This is an optimization exercise on Yosys and OpenROAD, whose aim is small area, a short achievable clock period and few clock cycles, not a production implementation.
Function was checked by simulation only, so behaviour that the tests miss may differ from the original.
No activity file was given, so power comes from the tool's default toggle rates.

===== design/flow/run.sh =====
#!/bin/bash
# synth_recipe.tcl (not shown) runs the flow's synth.tcl, then flattens the netlist and writes it again
# the make line also repeats each setting of config.mk as NAME=value (left out here)
make -C /OpenROAD-flow-scripts/flow DESIGN_CONFIG=/design/flow/config.mk WORK_HOME=/design/flow/orfs CLKGATE_MAP_FILE= SYNTH_SCRIPT=/design/flow/synth_recipe.tcl finish

===== design/flow/config.mk =====
export PLATFORM = sky130hd
export DESIGN_NAME = kruskal_minimum_spanning_tree
export DESIGN_NICKNAME = kruskal_minimum_spanning_tree
export VERILOG_FILES = /design/flow/design.v
export SDC_FILE = /design/flow/constraint.sdc
export NUM_CORES = 4
export LEC_CHECK = 0
export CAP_MARGIN = 20
export CORE_MARGIN = 2
export CORE_UTILIZATION = 40
export SLEW_MARGIN = 20

===== design/flow/design.v =====
package kmst_pkg;
  localparam int MaxNodes     = 32;
  localparam int MaxEdges     = 64;
  localparam int WeightBits   = 16;
  localparam int TotalW       = 21;
  localparam int CfgW         = 6;
  localparam int NodeCountRst = 32;
  localparam int DataW        = 32;
  localparam int AddrW        = 3;
  localparam logic RegNodeCount = 1'b0;
endpackage
module kmst_edge_mem #(
  parameter int MAX_NODES   = kmst_pkg::MaxNodes,
  parameter int MAX_EDGES   = kmst_pkg::MaxEdges,
  parameter int WEIGHT_BITS = kmst_pkg::WeightBits,
  localparam int NodeW = $clog2(MAX_NODES),
  localparam int EdgeA = (MAX_EDGES > 1) ? $clog2(MAX_EDGES) : 1,
  localparam int EdW   = 2 * NodeW + WEIGHT_BITS
) (
  input  logic             clk_i,
  input  logic             we_i,
  input  logic [EdgeA-1:0] waddr_i,
  input  logic [EdW-1:0]   wdata_i,
  input  logic [EdgeA-1:0] raddr_i,
  output logic [EdW-1:0]   rdata_o
);
  logic [EdW-1:0] mem_q [MAX_EDGES];
  always_ff @(posedge clk_i) begin
    if (we_i) begin
      mem_q[waddr_i] <= wdata_i;
    end
    rdata_o <= mem_q[raddr_i];
  end
endmodule
module kmst_uf_mem #(
  parameter int MAX_NODES = kmst_pkg::MaxNodes,
  localparam int NodeW = $clog2(MAX_NODES),
  localparam int RankW = $clog2($clog2(MAX_NODES) + 1)
) (
  input  logic             clk_i,
  input  logic             we_i,
  input  logic [NodeW-1:0] waddr_i,
  input  logic [NodeW-1:0] wparent_i,
  input  logic [RankW-1:0] wrank_i,
  input  logic [NodeW-1:0] raddr_i,
  output logic [NodeW-1:0] rparent_o,
  output logic [RankW-1:0] rrank_o
);
  logic [NodeW+RankW-1:0] mem_q [MAX_NODES];
  always_ff @(posedge clk_i) begin
    if (we_i) begin
      mem_q[waddr_i] <= {wparent_i, wrank_i};
    end
    {rparent_o, rrank_o} <= mem_q[raddr_i];
  end
endmodule
module kruskal_minimum_spanning_tree #(
  parameter int MAX_NODES   = kmst_pkg::MaxNodes,
  parameter int MAX_EDGES   = kmst_pkg::MaxEdges,
  parameter int WEIGHT_BITS = kmst_pkg::WeightBits,
  localparam int NodeW = $clog2(MAX_NODES),
  localparam int RankW = $clog2($clog2(MAX_NODES) + 1),
  localparam int EdgeA = (MAX_EDGES > 1) ? $clog2(MAX_EDGES) : 1,
  localparam int CntW  = $clog2(MAX_EDGES + 1),
  localparam int EdW   = 2 * NodeW + WEIGHT_BITS
) (
  input  logic                                 clk_i,
  input  logic                                 rst_ni,
  input  logic                                 psel,
  input  logic                                 penable,
  input  logic                                 pwrite,
  input  logic [kmst_pkg::AddrW-1:0]           paddr,
  input  logic [kmst_pkg::DataW-1:0]           pwdata,
  output logic [kmst_pkg::DataW-1:0]           prdata,
  output logic                                 pready,
  input  logic                                 in_valid_i,
  output logic                                 in_stall_o,
  input  logic [NodeW-1:0]                     first_node_i,
  input  logic [NodeW-1:0]                     second_node_i,
  input  logic signed [WEIGHT_BITS-1:0]        weight_i,
  input  logic                                 last_edge_i,
  output logic                                 out_valid_o,
  input  logic                                 out_stall_i,
  output logic [NodeW-1:0]                     tree_first_node_o,
  output logic [NodeW-1:0]                     tree_second_node_o,
  output logic signed [kmst_pkg::TotalW-1:0]   total_weight_o,
  output logic                                 is_total_o,
  output logic                                 overflow_o,
  output logic                                 last_o
);
  typedef enum logic [3:0] {
    S_LOAD, S_INIT, S_SCAN, S_FA, S_FB, S_UNION, S_UNION2, S_EMIT, S_TOTAL
  } state_e;
  state_e state_q, state_d;
  logic [kmst_pkg::CfgW-1:0] node_count_q, node_count_d;
  logic [CntW-1:0] cnt_q, cnt_d, sel_q, sel_d, rd_q, rd_d;
  logic drop_q, drop_d;
  logic [NodeW:0] init_q, init_d, n_eff;
  logic have_last_q, have_last_d, found_q, found_d, pend_q, pend_d, look_q, look_d;
  logic signed [WEIGHT_BITS-1:0] last_w_q, last_w_d, best_w_q, best_w_d;
  logic [EdgeA-1:0] last_i_q, last_i_d, best_i_q, best_i_d, pend_i_q, pend_i_d;
  logic [NodeW-1:0] best_u_q, best_u_d, best_v_q, best_v_d, walk_q, walk_d;
  logic [NodeW-1:0] root_a_q, root_a_d, root_b_q, root_b_d;
  logic [RankW-1:0] rank_a_q, rank_a_d, rank_b_q, rank_b_d;
  logic signed [kmst_pkg::TotalW-1:0] total_q, total_d;
  logic out_valid_q, out_valid_d, out_total_q, out_total_d, out_ovf_q, out_ovf_d;
  logic [NodeW-1:0] out_u_q, out_u_d, out_v_q, out_v_d;
  logic signed [kmst_pkg::TotalW-1:0] out_sum_q, out_sum_d;
  logic in_acc, cfg_wr, out_free, edge_ok;
  logic em_we;
  logic [EdgeA-1:0] em_waddr, em_raddr;
  logic [EdW-1:0] em_wdata, em_rdata;
  logic [NodeW-1:0] du, dv;
  logic signed [WEIGHT_BITS-1:0] dw;
  logic gt_last, better;
  logic uf_we;
  logic [NodeW-1:0] uf_waddr, uf_wparent, uf_raddr, uf_rparent;
  logic [RankW-1:0] uf_wrank, uf_rrank;
  assign pready = 1'b1;
  assign cfg_wr = psel && penable && pwrite && pready;
  assign prdata = (paddr[2] == kmst_pkg::RegNodeCount) ?
                  kmst_pkg::DataW'(node_count_q) : '0;
  assign in_stall_o = (state_q != S_LOAD);
  assign in_acc     = in_valid_i && !in_stall_o;
  assign out_free   = !out_valid_q || !out_stall_i;
  always_comb begin
    if (32'(node_count_q) > 32'(MAX_NODES)) begin
      n_eff = (NodeW + 1)'(MAX_NODES);
    end else begin
      n_eff = (NodeW + 1)'(node_count_q);
    end
  end
  assign edge_ok = ((NodeW + 1)'(first_node_i) < n_eff) &&
                   ((NodeW + 1)'(second_node_i) < n_eff) &&
                   (cnt_q != CntW'(MAX_EDGES));
  assign em_we    = in_acc && edge_ok;
  assign em_waddr = cnt_q[EdgeA-1:0];
  assign em_wdata = {first_node_i, second_node_i, weight_i};
  assign em_raddr = rd_q[EdgeA-1:0];
  assign {du, dv, dw} = em_rdata;
  assign gt_last = !have_last_q || (dw > last_w_q) ||
                   ((dw == last_w_q) && (pend_i_q > last_i_q));
  assign better  = !found_q || (dw < best_w_q);
  kmst_edge_mem #(
    .MAX_NODES  (MAX_NODES),
    .MAX_EDGES  (MAX_EDGES),
    .WEIGHT_BITS(WEIGHT_BITS)
  ) u_edge_mem (
    .clk_i  (clk_i),
    .we_i   (em_we),
    .waddr_i(em_waddr),
    .wdata_i(em_wdata),
    .raddr_i(em_raddr),
    .rdata_o(em_rdata)
  );
  assign uf_raddr = look_q ? uf_rparent : walk_q;
  always_comb begin
    uf_we      = 1'b0;
    uf_waddr   = root_b_q;
    uf_wparent = root_a_q;
    uf_wrank   = rank_b_q;
    case (state_q)
      S_INIT: begin
        uf_we      = (init_q < n_eff);
        uf_waddr   = init_q[NodeW-1:0];
        uf_wparent = init_q[NodeW-1:0];
        uf_wrank   = '0;
      end
      S_UNION: begin
        uf_we = 1'b1;
        if (rank_a_q < rank_b_q) begin
          uf_waddr   = root_a_q;
          uf_wparent = root_b_q;
          uf_wrank   = rank_a_q;
        end
      end
      S_UNION2: begin
        uf_we      = 1'b1;
        uf_waddr   = root_a_q;
        uf_wparent = root_a_q;
        uf_wrank   = rank_a_q + RankW'(1);
      end
      default: begin
        uf_we = 1'b0;
      end
    endcase
  end
  kmst_uf_mem #(
    .MAX_NODES(MAX_NODES)
  ) u_uf_mem (
    .clk_i    (clk_i),
    .we_i     (uf_we),
    .waddr_i  (uf_waddr),
    .wparent_i(uf_wparent),
    .wrank_i  (uf_wrank),
    .raddr_i  (uf_raddr),
    .rparent_o(uf_rparent),
    .rrank_o  (uf_rrank)
  );
  always_comb begin
    state_d      = state_q;
    node_count_d = node_count_q;
    cnt_d        = cnt_q;
    sel_d        = sel_q;
    rd_d         = rd_q;
    drop_d       = drop_q;
    init_d       = init_q;
    have_last_d  = have_last_q;
    found_d      = found_q;
    pend_d       = 1'b0;
    pend_i_d     = pend_i_q;
    look_d       = look_q;
    last_w_d     = last_w_q;
    last_i_d     = last_i_q;
    best_w_d     = best_w_q;
    best_i_d     = best_i_q;
    best_u_d     = best_u_q;
    best_v_d     = best_v_q;
    walk_d       = walk_q;
    root_a_d     = root_a_q;
    root_b_d     = root_b_q;
    rank_a_d     = rank_a_q;
    rank_b_d     = rank_b_q;
    total_d      = total_q;
    out_valid_d  = out_valid_q && out_stall_i;
    out_total_d  = out_total_q;
    out_ovf_d    = out_ovf_q;
    out_u_d      = out_u_q;
    out_v_d      = out_v_q;
    out_sum_d    = out_sum_q;
    if (cfg_wr && (paddr[2] == kmst_pkg::RegNodeCount)) begin
      node_count_d = pwdata[kmst_pkg::CfgW-1:0];
    end
    case (state_q)
      S_LOAD: begin
        if (in_acc) begin
          if (edge_ok) begin
            cnt_d = cnt_q + CntW'(1);
          end else begin
            drop_d = 1'b1;
          end
          if (last_edge_i) begin
            init_d  = '0;
            state_d = S_INIT;
          end
        end
      end
      S_INIT: begin
        if (init_q >= n_eff) begin
          rd_d        = '0;
          found_d     = 1'b0;
          have_last_d = 1'b0;
          sel_d       = '0;
          state_d     = (cnt_q == '0) ? S_TOTAL : S_SCAN;
        end else begin
          init_d = init_q + (NodeW + 1)'(1);
        end
      end
      S_SCAN: begin
        if (rd_q < cnt_q) begin
          pend_d   = 1'b1;
          pend_i_d = rd_q[EdgeA-1:0];
          rd_d     = rd_q + CntW'(1);
        end
        if (pend_q && gt_last && better) begin
          found_d  = 1'b1;
          best_w_d = dw;
          best_i_d = pend_i_q;
          best_u_d = du;
          best_v_d = dv;
        end
        if ((rd_q == cnt_q) && !pend_q) begin
          have_last_d = 1'b1;
          last_w_d    = best_w_q;
          last_i_d    = best_i_q;
          sel_d       = sel_q + CntW'(1);
          walk_d      = best_u_q;
          look_d      = 1'b0;
          state_d     = S_FA;
        end
      end
      S_FA, S_FB: begin
        if (!look_q) begin
          look_d = 1'b1;
        end else if (uf_rparent == walk_q) begin
          look_d = 1'b0;
          if (state_q == S_FA) begin
            root_a_d = walk_q;
            rank_a_d = uf_rrank;
            walk_d   = best_v_q;
            state_d  = S_FB;
          end else begin
            root_b_d = walk_q;
            rank_b_d = uf_rrank;
            if (walk_q == root_a_q) begin
              rd_d    = '0;
              found_d = 1'b0;
              state_d = (sel_q == cnt_q) ? S_TOTAL : S_SCAN;
            end else begin
              state_d = S_UNION;
            end
          end
        end else begin
          walk_d = uf_rparent;
        end
      end
      S_UNION: begin
        state_d = (rank_a_q == rank_b_q) ? S_UNION2 : S_EMIT;
      end
      S_UNION2: begin
        state_d = S_EMIT;
      end
      S_EMIT: begin
        if (out_free) begin
          out_valid_d = 1'b1;
          out_total_d = 1'b0;
          out_ovf_d   = 1'b0;
          out_u_d     = best_u_q;
          out_v_d     = best_v_q;
          out_sum_d   = '0;
          total_d     = total_q + kmst_pkg::TotalW'(best_w_q);
          rd_d        = '0;
          found_d     = 1'b0;
          state_d     = (sel_q == cnt_q) ? S_TOTAL : S_SCAN;
        end
      end
      S_TOTAL: begin
        if (out_free) begin
          out_valid_d = 1'b1;
          out_total_d = 1'b1;
          out_ovf_d   = drop_q;
          out_u_d     = '0;
          out_v_d     = '0;
          out_sum_d   = total_q;
          total_d     = '0;
          cnt_d       = '0;
          sel_d       = '0;
          drop_d      = 1'b0;
          state_d     = S_LOAD;
        end
      end
      default: begin
        state_d = S_LOAD;
      end
    endcase
  end
  always_ff @(posedge clk_i or negedge rst_ni) begin
    if (!rst_ni) begin
      state_q      <= S_LOAD;
      node_count_q <= kmst_pkg::CfgW'(kmst_pkg::NodeCountRst);
      cnt_q        <= '0;
      sel_q        <= '0;
      rd_q         <= '0;
      drop_q       <= 1'b0;
      init_q       <= '0;
      have_last_q  <= 1'b0;
      found_q      <= 1'b0;
      pend_q       <= 1'b0;
      look_q       <= 1'b0;
      total_q      <= '0;
      out_valid_q  <= 1'b0;
    end else begin
      state_q      <= state_d;
      node_count_q <= node_count_d;
      cnt_q        <= cnt_d;
      sel_q        <= sel_d;
      rd_q         <= rd_d;
      drop_q       <= drop_d;
      init_q       <= init_d;
      have_last_q  <= have_last_d;
      found_q      <= found_d;
      pend_q       <= pend_d;
      look_q       <= look_d;
      total_q      <= total_d;
      out_valid_q  <= out_valid_d;
    end
  end
  always_ff @(posedge clk_i) begin
    pend_i_q    <= pend_i_d;
    last_w_q    <= last_w_d;
    last_i_q    <= last_i_d;
    best_w_q    <= best_w_d;
    best_i_q    <= best_i_d;
    best_u_q    <= best_u_d;
    best_v_q    <= best_v_d;
    walk_q      <= walk_d;
    root_a_q    <= root_a_d;
    root_b_q    <= root_b_d;
    rank_a_q    <= rank_a_d;
    rank_b_q    <= rank_b_d;
    out_total_q <= out_total_d;
    out_ovf_q   <= out_ovf_d;
    out_u_q     <= out_u_d;
    out_v_q     <= out_v_d;
    out_sum_q   <= out_sum_d;
  end
  assign out_valid_o        = out_valid_q;
  assign tree_first_node_o  = out_u_q;
  assign tree_second_node_o = out_v_q;
  assign total_weight_o     = out_sum_q;
  assign is_total_o         = out_total_q;
  assign overflow_o         = out_ovf_q;
  assign last_o             = out_total_q;
endmodule

===== design/flow/constraint.sdc =====
create_clock -name core_clock -period 7.0 [get_ports {clk_i}]
set_input_delay 1.4000 -clock core_clock [delete_from_list [all_inputs] [get_ports {clk_i}]]
set_output_delay 1.4000 -clock core_clock [all_outputs]
set_load 0.01 [all_outputs]

==> flow_summary.json <==
{
  "synthMuxAreaShare_pct": 16.6,
  "vias": 39830,
  "start_util_pct": 40.2,
  "rsz0062_at_grt": "false",
  "dieArea_um2": 214000,
  "final_cells": 7111,
  "final_common_cell": "edfxtp_1",
  "fin_skew_ps": 42.6,
  "grt_max_degree": 137,
  "placeableCoreArea_um2": 209000,
  "relSlewSlack_pct": 22.7,
  "gr-total-overflow": 0,
  "yosysSeqAreaShare_pct": 75.5,
  "setup_viol": 0,
  "grt_pass1_wl_um": 289000,
  "maxCapViolations": 0,
  "rows": 168,
  "startpoint": "node_count_q[5]",
  "power.leakage_nw": 29.7,
  "clk_pin_slew_ps": 60,
  "hold_class": "reg -> reg",
  "dieHeight_um": 462,
  "worst_ep_required_time_ps": 7530,
  "synth-adder-area-share_pct": 1.34,
  "routed_wl_um": 201000,
  "cp_max_fo": 16,
  "critPathKind": "reg -> reg",
  "utilization_pct": 45.7,
  "synthCells": 3917,
  "cts_setup_buffers": 0,
  "grt_util_all_layers_pct": 18.9,
  "gp_congestion": 0.830,
  "fin_area_um2": 95600,
  "drc_errors": 0,
  "grt_pass1_vias": 40602,
  "port_buffers": 82,
  "vias_per_cell": 5.60,
  "drtIter0Drc": 4670,
  "htreeDepth": 4,
  "drive_above_1_share_pct": 26.4,
  "synth_xor_area_share_pct": 0.459,
  "drt-wirelength-per-cell_um": 28.2,
  "cts_tree": "built",
  "dpl.hpwl_um": 117000,
  "endpoint": "u_edge_mem.mem_q[63][11]",
  "synth_compound_area_share_pct": 1.81,
  "vdd_drop_max_v": 0.000271,
  "crit_path_end_kind": "flop",
  "clock-sinks": 2132,
  "placed_cells": 6709,
  "postPlaceCellArea_um2": 88700,
  "fmax_mhz": 204,
  "synth_area_um2": 84000,
  "outcome": "timing/DRC/antenna clean",
  "preCtsSetupSlack_ps": 1860,
  "start_kind": "flop",
  "ios": 138,
  "ctsHoldBuffers": 0,
  "setup_slack_ps": 2100,
  "ys_seq_elements": 2132,
  "clk_latency_ps": 860,
  "synthFlopType": "edfxtp_1",
  "cts_resized": 0,
  "nets": 4287,
  "drv_slew": 0,
  "hold_depth": 0,
  "syn_to_final_growth_pct": 13.8,
  "ys_types": 75,
  "fp.dieW_um": 462,
  "cts_root_buffer": "clkbuf_16",
  "rr_worst_depth": 10,
  "syn_avg_cell_area_um2": 21.4,
  "synth_edf_count": 2034,
  "r2r_end": "u_edge_mem.mem_q[63][11]",
  "synth_warnings": 3,
  "tns_ps": 0,
  "hold_viol_final": 0,
  "cts_buffers": 209,
  "rrSetupSlack_ps": 2100,
  "crit_arrival_ps": 5430,
  "synth-simple-area-share_pct": 2.74,
  "drt-pass1-iter-count": 6,
  "p_per_area_nw_per_um2": 350,
  "grt_antenna_before_repair": 20,
  "fin_crit_sh_pct": 70.1,
  "synth_top_family_by_area": "multiplexers",
  "ys_async_sr_fraction_pct": 3.00,
  "layout_common_cells": "2034 x edfxtp_1, 610 x mux4_2, 213 x clkbuf_16",
  "r2r_start": "node_count_q[5]",
  "drtAntennaViolNets": 0,
  "period_minus_slack_ps": 4900,
  "tightest_slew_ps": 1160,
  "clock_path_buffers": 3
}
-- how the worst min path moves through the flow --
stage	startpoint	end	slack, ps
after detailed placement	u_edge_mem.rdata_o[19]	best_v_q[3]	390
after CTS	u_edge_mem.rdata_o[19]	best_v_q[3]	410
final	u_edge_mem.rdata_o[19]	best_v_q[3]	400
after global placement	u_edge_mem.rdata_o[16]	best_v_q[0]	390
after global routing	best_i_q[2]	last_i_q[2]	410
after floorplan	u_edge_mem.rdata_o[21]	best_u_q[0]	390
-- Yosys cell counts, types with 4 or more instances --
library cell	number	share of area (%)
o21ai_1	11	0.066
buf_6	4	0.054
nand2_1	152	0.68
nor4_1	9	0.067
o31ai_1	5	0.045
and3_1	29	0.22
o22ai_1	5	0.037
o21a_1	11	0.098
or3_1	4	0.030
nand3_1	48	0.29
ha_1	88	1.3
mux4_2	610	16
nand4_1	20	0.15
o211ai_1	14	0.13
a21oi_1	37	0.22
nor2b_1	15	0.11
a22o_1	7	0.073
mux2_2	8	0.11
a221oi_1	4	0.042
clkbuf_1	104	0.46
buf_4	41	0.37
a21o_1	13	0.12
xnor2_1	24	0.25
a211o_1	5	0.052
a222oi_1	5	0.060
a32o_1	6	0.072
nor2_1	152	0.68
dfxtp_1	34	0.81
a31oi_1	6	0.045
nand2b_1	15	0.11
dfrtp_1	63	1.9
buf_2	51	0.30
xor2_1	20	0.21
mux2i_1	12	0.14
nor3_1	20	0.12
and2_1	10	0.074
inv_1	75	0.34
o21ai_0	84	0.50
edfxtp_1	2034	73
buf_1	8	0.036
-- critical path, stage by stage (launching register included) --
cell	delay, ps
dfstp_2	730
inv_1	240
nand2_1	450
ha_1	330
o21a_1	100
o21ai_0	160
a21o_1	150
a21oi_1	300
or3_1	930
nor2_4	770
buf_4	370
-- power breakdown --
part	switching, W	internal, W	leakage, nW
logic	0.00426	0.00323	7.13
registers	0.000456	0.0147	19.4
clock network	0.00478	0.00596	3.18
-- state kept, by name, summed over array words and instances, names as in the netlist, 6 cells and up --
register,flops
u_edge_mem.mem_q,1664
u_uf_mem.mem_q,256
u_edge_mem.rdata_o,26
out_sum_q,21
total_q,21
best_w_q,16
last_w_q,16
cnt_q,7
rd_q,7
sel_q,7
best_i_q,6
init_q,6
last_i_q,6
node_count_q,6
pend_i_q,6
-- per-layer routing --
metal,vias to the layer above,share of wire [%],GRT usage (%)
met3,251,6.8,3.68
met1,21552,43,26.8
li1,16694,-,-
met5,-,0.047,0
met4,14,2.0,4.49
met2,1319,48,30.3
-- stage by stage --
stage                     power [W]  hold slack [ps]
after floorplan              0.0204              386
after global placement       0.0230              392
after CTS                    0.0337              406
after detailed placement     0.0231              391
after global routing         0.0347              412
final                        0.0334              404
-- cell families after synthesis --
logic type	count (synthesis)
compound gates	238
xor+xnor	44
fa+ha+maj	89
buf+inv	286
flops	2132
mux	631
other cells	2
simple gates	495
-- area by class of cell --
type / instances / area [um^2]
inverter: 78 / 293
sequential: 2132 / 63400
antenna: 10 / 25.0
fill: 17299 / 114000
multi-input combinational: 1524 / 19900
clock buffer: 255 / 5560
tap: 2805 / 3510
timing repair buffer: 184 / 1960
clock inverter: 123 / 915
Testbench counts, summed over its fixed seeds: cycles 266,029.

[static timing again, ports no longer ideal]
The flow's constraints put no driver on any port. The routed layout listed below was extracted and timed again, unchanged, in two steps. Step 1: set_driving_cell puts a clkbuf_16 on clk_i and a buf_2 on each other input, an assumption about the parent block. Step 2 also shifts input and output timing later by t, the mid clock arrival at the registers, as if the neighbouring blocks saw the same clock. a / b / c = no drivers / after step 1 / after step 2; a / b = the first two.
shift t [ns]: 0.920
setup WS [ns]: 2.095 / 2.095 / 1.829
hold WS [ns]: 0.404 / 0.404 / 0.404
worst slew at a driven data input, ns: 0.18
After both steps this run still meets setup and hold. For this run, drivers alone change the setup slack by 0.000 ns; drivers and shift together by -0.266 ns.
